Context: an optimization exercise on an open-source flow, tuned for small area, a short achievable clock period and few clock cycles per item. The choices shown serve that exercise and are no tape-out recipe.
Function was checked by simulation only, so behaviour that the tests miss may differ from the original.
Power figures rest on the tool's default switching activity, not on a simulated workload.

Setup of raven:
==> flow/design.v (excerpt) <==
module conv_top (
  input  logic clk,
  input  logic rst_n,
  input  logic [15:0] ifmap_dat,
  input  logic ifmap_vld,
  output logic ifmap_rdy,
  input  logic [15:0] weights_dat,
  input  logic weights_vld,
  output logic weights_rdy,
  output logic [31:0] ofmap_dat,
  output logic ofmap_vld,
  input  logic ofmap_rdy
);
For scale: about 4500 cells after synthesis, ~72 I/O pins, ~55000 um2 of cells after synthesis.
==> flow/config.mk <==
export PLATFORM = sky130hd
export DESIGN_NAME = conv_top
export DESIGN_NICKNAME = conv_top
export VERILOG_FILES = /design/flow/design.v
export SDC_FILE = /design/flow/constraint.sdc
export NUM_CORES = 4
export LEC_CHECK = 0
export ABC_CLOCK_PERIOD_IN_PS = 2500
export CAP_MARGIN = 20
export CORE_MARGIN = 2
export CORE_UTILIZATION = 68
export CTS_CLUSTER_DIAMETER = 100
export CTS_CLUSTER_SIZE = 20
export SETUP_SLACK_MARGIN = 5
export SLEW_MARGIN = 20
==> flow/constraint.sdc <==
create_clock -name core_clock -period 8.0 [get_ports {clk}]
set_input_delay 1.6000 -clock core_clock [delete_from_list [all_inputs] [get_ports {clk}]]
set_output_delay 1.6000 -clock core_clock [all_outputs]
set_load 0.01 [all_outputs]
standard.sh (not shown) runs the stock make flow with config.mk's settings and CLKGATE_MAP_FILE= SYNTH_SCRIPT=/design/flow/synth_recipe.tcl, a recipe that flattens the netlist after the stock synthesis.
==> flow/flow/run.sh <==
#!/bin/bash
# Standard layout, with one netlist step between synthesis and floorplan:
# fa_polarity.py flips full-adder cells (FA(~a,~b,~c) = ~FA(a,b,c)) so that
# fewer inverters sit between them. Registers and other cells are untouched.
set -euo pipefail
WORK=$(pwd)
R=$WORK/orfs/results/$FLOW_PLATFORM/conv_top/base
bash standard.sh synth > $WORK/flow_synth.log 2>&1
cp $R/1_2_yosys.v $WORK/yosys_standard.v
python3 $WORK/flow/fa_polarity.py $WORK/yosys_standard.v $R/1_2_yosys.v > $WORK/fa_polarity.log 2>&1
rm -f $R/1_synth.odb $R/1_synth.sdc
bash standard.sh finish > $WORK/flow_layout.log 2>&1
Other scripts of this flow, unchanged in this note and not shown: flow/flow/fa_polarity.py
raven did not stop at any stage, and its layout met the timing, design-rule and antenna checks.
Testbench counts of raven, summed over its fixed seeds: cycles 4,280, jobs 128.
Inputs modified between raven and quartz:
# raven
export LEC_CHECK = 0
export ABC_CLOCK_PERIOD_IN_PS = 2500
export CAP_MARGIN = 20
export CORE_MARGIN = 2
export CORE_UTILIZATION = 68
export CTS_CLUSTER_DIAMETER = 100
export CTS_CLUSTER_SIZE = 20
export SETUP_SLACK_MARGIN = 5
export SLEW_MARGIN = 20
create_clock -name core_clock -period 8.0 [get_ports {clk}]
# quartz
export LEC_CHECK = 0
export ABC_CLOCK_PERIOD_IN_PS = 2500
export CAP_MARGIN = 20
export CORE_MARGIN = 2
export CORE_UTILIZATION = 62
export CTS_CLUSTER_DIAMETER = 90
export CTS_CLUSTER_SIZE = 24
export SETUP_SLACK_MARGIN = 5
export SLEW_MARGIN = 20
create_clock -name core_clock -period 8.0 [get_ports {clk}]
==> flow/flow/run.sh <==
#!/bin/bash
# Standard layout with two changes:
#  - one netlist step between synthesis and floorplan: fa_polarity.py flips
#    full-adder cells (FA(~a,~b,~c) = ~FA(a,b,c)) so that fewer inverters sit
#    between them; registers and other cells are untouched;
#  - repair_timing aims for a setup slack margin of MARGIN ns (the clock and
#    all constraints stay the design's).
set -euo pipefail
MARGIN=5.1
WORK=$(pwd)
R=$WORK/orfs/results/$FLOW_PLATFORM/conv_top/base
sed "s/SETUP_SLACK_MARGIN=[0-9.]*/SETUP_SLACK_MARGIN=$MARGIN/" standard.sh > $WORK/flow_standard_margin.sh
grep -q "SETUP_SLACK_MARGIN=$MARGIN" $WORK/flow_standard_margin.sh
bash $WORK/flow_standard_margin.sh synth > $WORK/flow_synth.log 2>&1
cp $R/1_2_yosys.v $WORK/yosys_standard.v
python3 $WORK/flow/fa_polarity.py $WORK/yosys_standard.v $R/1_2_yosys.v > $WORK/fa_polarity.log 2>&1
rm -f $R/1_synth.odb $R/1_synth.sdc
bash $WORK/flow_standard_margin.sh finish > $WORK/flow_layout.log 2>&1
Results
Per the comparison of quartz with raven, average via count per standard cell fell by 0.25; fraction of power spent switching nets stayed essentially flat; minimum period implied by the final worst setup slack fell by 0.12 ns. quartz against raven; clock buffer count in the final layout is down by more than 10%. raven vs quartz, termination of the worst setup path: st1[109] vs ifmap_rdy. In quartz, the final routed wirelength across all metal layers came out about 1.2% above the value in raven. For the area fraction of clock buffers and clock inverters, quartz came in 0.28 points lower than raven did. As of quartz, power had fallen slightly compared to raven. Between raven and quartz, non-clock buffer area fraction after layout increased. When quartz is measured against raven, its internal power component turns out 86 uW lower. Per the comparison of quartz with raven, via count dropped about 1.5%; final worst-path setup slack now larger.
--- input diff quartz..fjord ---
# quartz
export LEC_CHECK = 0
export ABC_CLOCK_PERIOD_IN_PS = 2500
export CAP_MARGIN = 20
export CORE_MARGIN = 2
export CORE_UTILIZATION = 62
export CTS_CLUSTER_DIAMETER = 90
export CTS_CLUSTER_SIZE = 24
export SETUP_SLACK_MARGIN = 5
export SLEW_MARGIN = 20
create_clock -name core_clock -period 8.0 [get_ports {clk}]
# fjord
export LEC_CHECK = 0
export ABC_CLOCK_PERIOD_IN_PS = 2500
export CAP_MARGIN = 20
export CORE_MARGIN = 2
export CORE_UTILIZATION = 62
export CTS_CLUSTER_DIAMETER = 100
export CTS_CLUSTER_SIZE = 20
export SETUP_SLACK_MARGIN = 4.85
export SLEW_MARGIN = 20
create_clock -name core_clock -period 8.0 [get_ports {clk}]
==> flow/flow/run.sh <==
#!/bin/bash
# Standard layout, with one netlist step between synthesis and floorplan:
# fa_polarity.py flips full-adder cells (FA(~a,~b,~c) = ~FA(a,b,c)) so that
# fewer inverters sit between them. Registers and other cells are untouched.
set -euo pipefail
WORK=$(pwd)
R=$WORK/orfs/results/$FLOW_PLATFORM/conv_top/base
bash standard.sh synth > $WORK/flow_synth.log 2>&1
cp $R/1_2_yosys.v $WORK/yosys_standard.v
python3 $WORK/flow/fa_polarity.py $WORK/yosys_standard.v $R/1_2_yosys.v > $WORK/fa_polarity.log 2>&1
rm -f $R/1_synth.odb $R/1_synth.sdc
bash standard.sh finish > $WORK/flow_layout.log 2>&1
Findings:
- ifmap_rdy as the first element of the critical path was reported by quartz, and wr2_0[5] by fjord.
- Changes observed in fjord relative to quartz: post-route standard cell area excluding fillers -1200 um2; logic depth of the worst path, buffers included +4; worst setup slack for register-to-register paths moved down.
- Number of buffers and inverters on the critical path in fjord vs quartz: down 1
- fjord finished every step from synthesis to the final layout, and the layout passed the timing, design-rule and antenna checks.
- quartz completed every stage of the flow, and the final layout passed the timing, design-rule and antenna checks.
- Relative to quartz, the number of CTS-inserted buffers measured on fjord has increased by more than a quarter.
- As of fjord, static leakage had fallen slightly compared to quartz.
- The power in fjord sits about 0.9% above the value recorded for quartz.
## Diff of input files: ember against fjord
# fjord
export LEC_CHECK = 0
export ABC_CLOCK_PERIOD_IN_PS = 2500
export CAP_MARGIN = 20
export CORE_MARGIN = 2
export CORE_UTILIZATION = 62
export CTS_CLUSTER_DIAMETER = 100
export CTS_CLUSTER_SIZE = 20
export SETUP_SLACK_MARGIN = 4.85
export SLEW_MARGIN = 20
create_clock -name core_clock -period 8.0 [get_ports {clk}]
# ember
export LEC_CHECK = 0
export ABC_CLOCK_PERIOD_IN_PS = 2500
export CAP_MARGIN = 20
export CORE_MARGIN = 2
export CORE_UTILIZATION = 62
export CTS_CLUSTER_DIAMETER = 100
export CTS_CLUSTER_SIZE = 20
export SETUP_SLACK_MARGIN = 5
export SLEW_MARGIN = 20
create_clock -name core_clock -period 8.0 [get_ports {clk}]
--- outcome ---
ember: all stages complete, timing, DRC and antenna checks passed
Summary — switching component of the power, ember relative to fjord: higher, by about 1.3%.
ember vs fjord on via count: ember is the higher one.
ember against fjord: post-route met1 wirelength went up about 1.7%, maximum clock frequency went up 4.4%, filler-free cell count of the finished design went up 68, switching fraction of total power went up 0.23 points, die width held.
Compared with fjord, ember degrades final total power.
Wire length per cell delta for ember relative to fjord: about 2.5% higher

==> what the ideal ports hide <==
The flow's constraints put no driver on any port. The routed layouts listed below were extracted and timed again, unchanged, in two steps. Step 1, drivers: a clkbuf_16 drives clk and a buf_2 each remaining input, both assumed. Step 2, shift: input delay + t, output delay - t, t = (earliest + latest rising clock arrival at the registers) / 2. This alone moves slack from input paths to output paths. Three values: ideal ports, drivers, drivers and shift; two values: the first two.
run | t, ns | setup slack, ns | clock arrival spread, ns | cell pins on the clock port's net
raven | 0.736 | 4.872 / 4.872 / 4.327 | 0.076 / 0.075 | 1
quartz | 0.750 | 4.993 / 4.925 / 4.358 | 0.064 / 0.064 | 1
fjord | 0.730 | 4.851 / 4.823 / 4.221 | 0.073 / 0.073 | 1
ember | 0.732 | 4.983 / 4.959 / 4.303 | 0.057 / 0.056 | 1
After both steps setup and hold are still met in every run listed. The setup slack of ember, which loses most, moves by -0.024 ns with the drivers and by -0.680 ns with both steps.
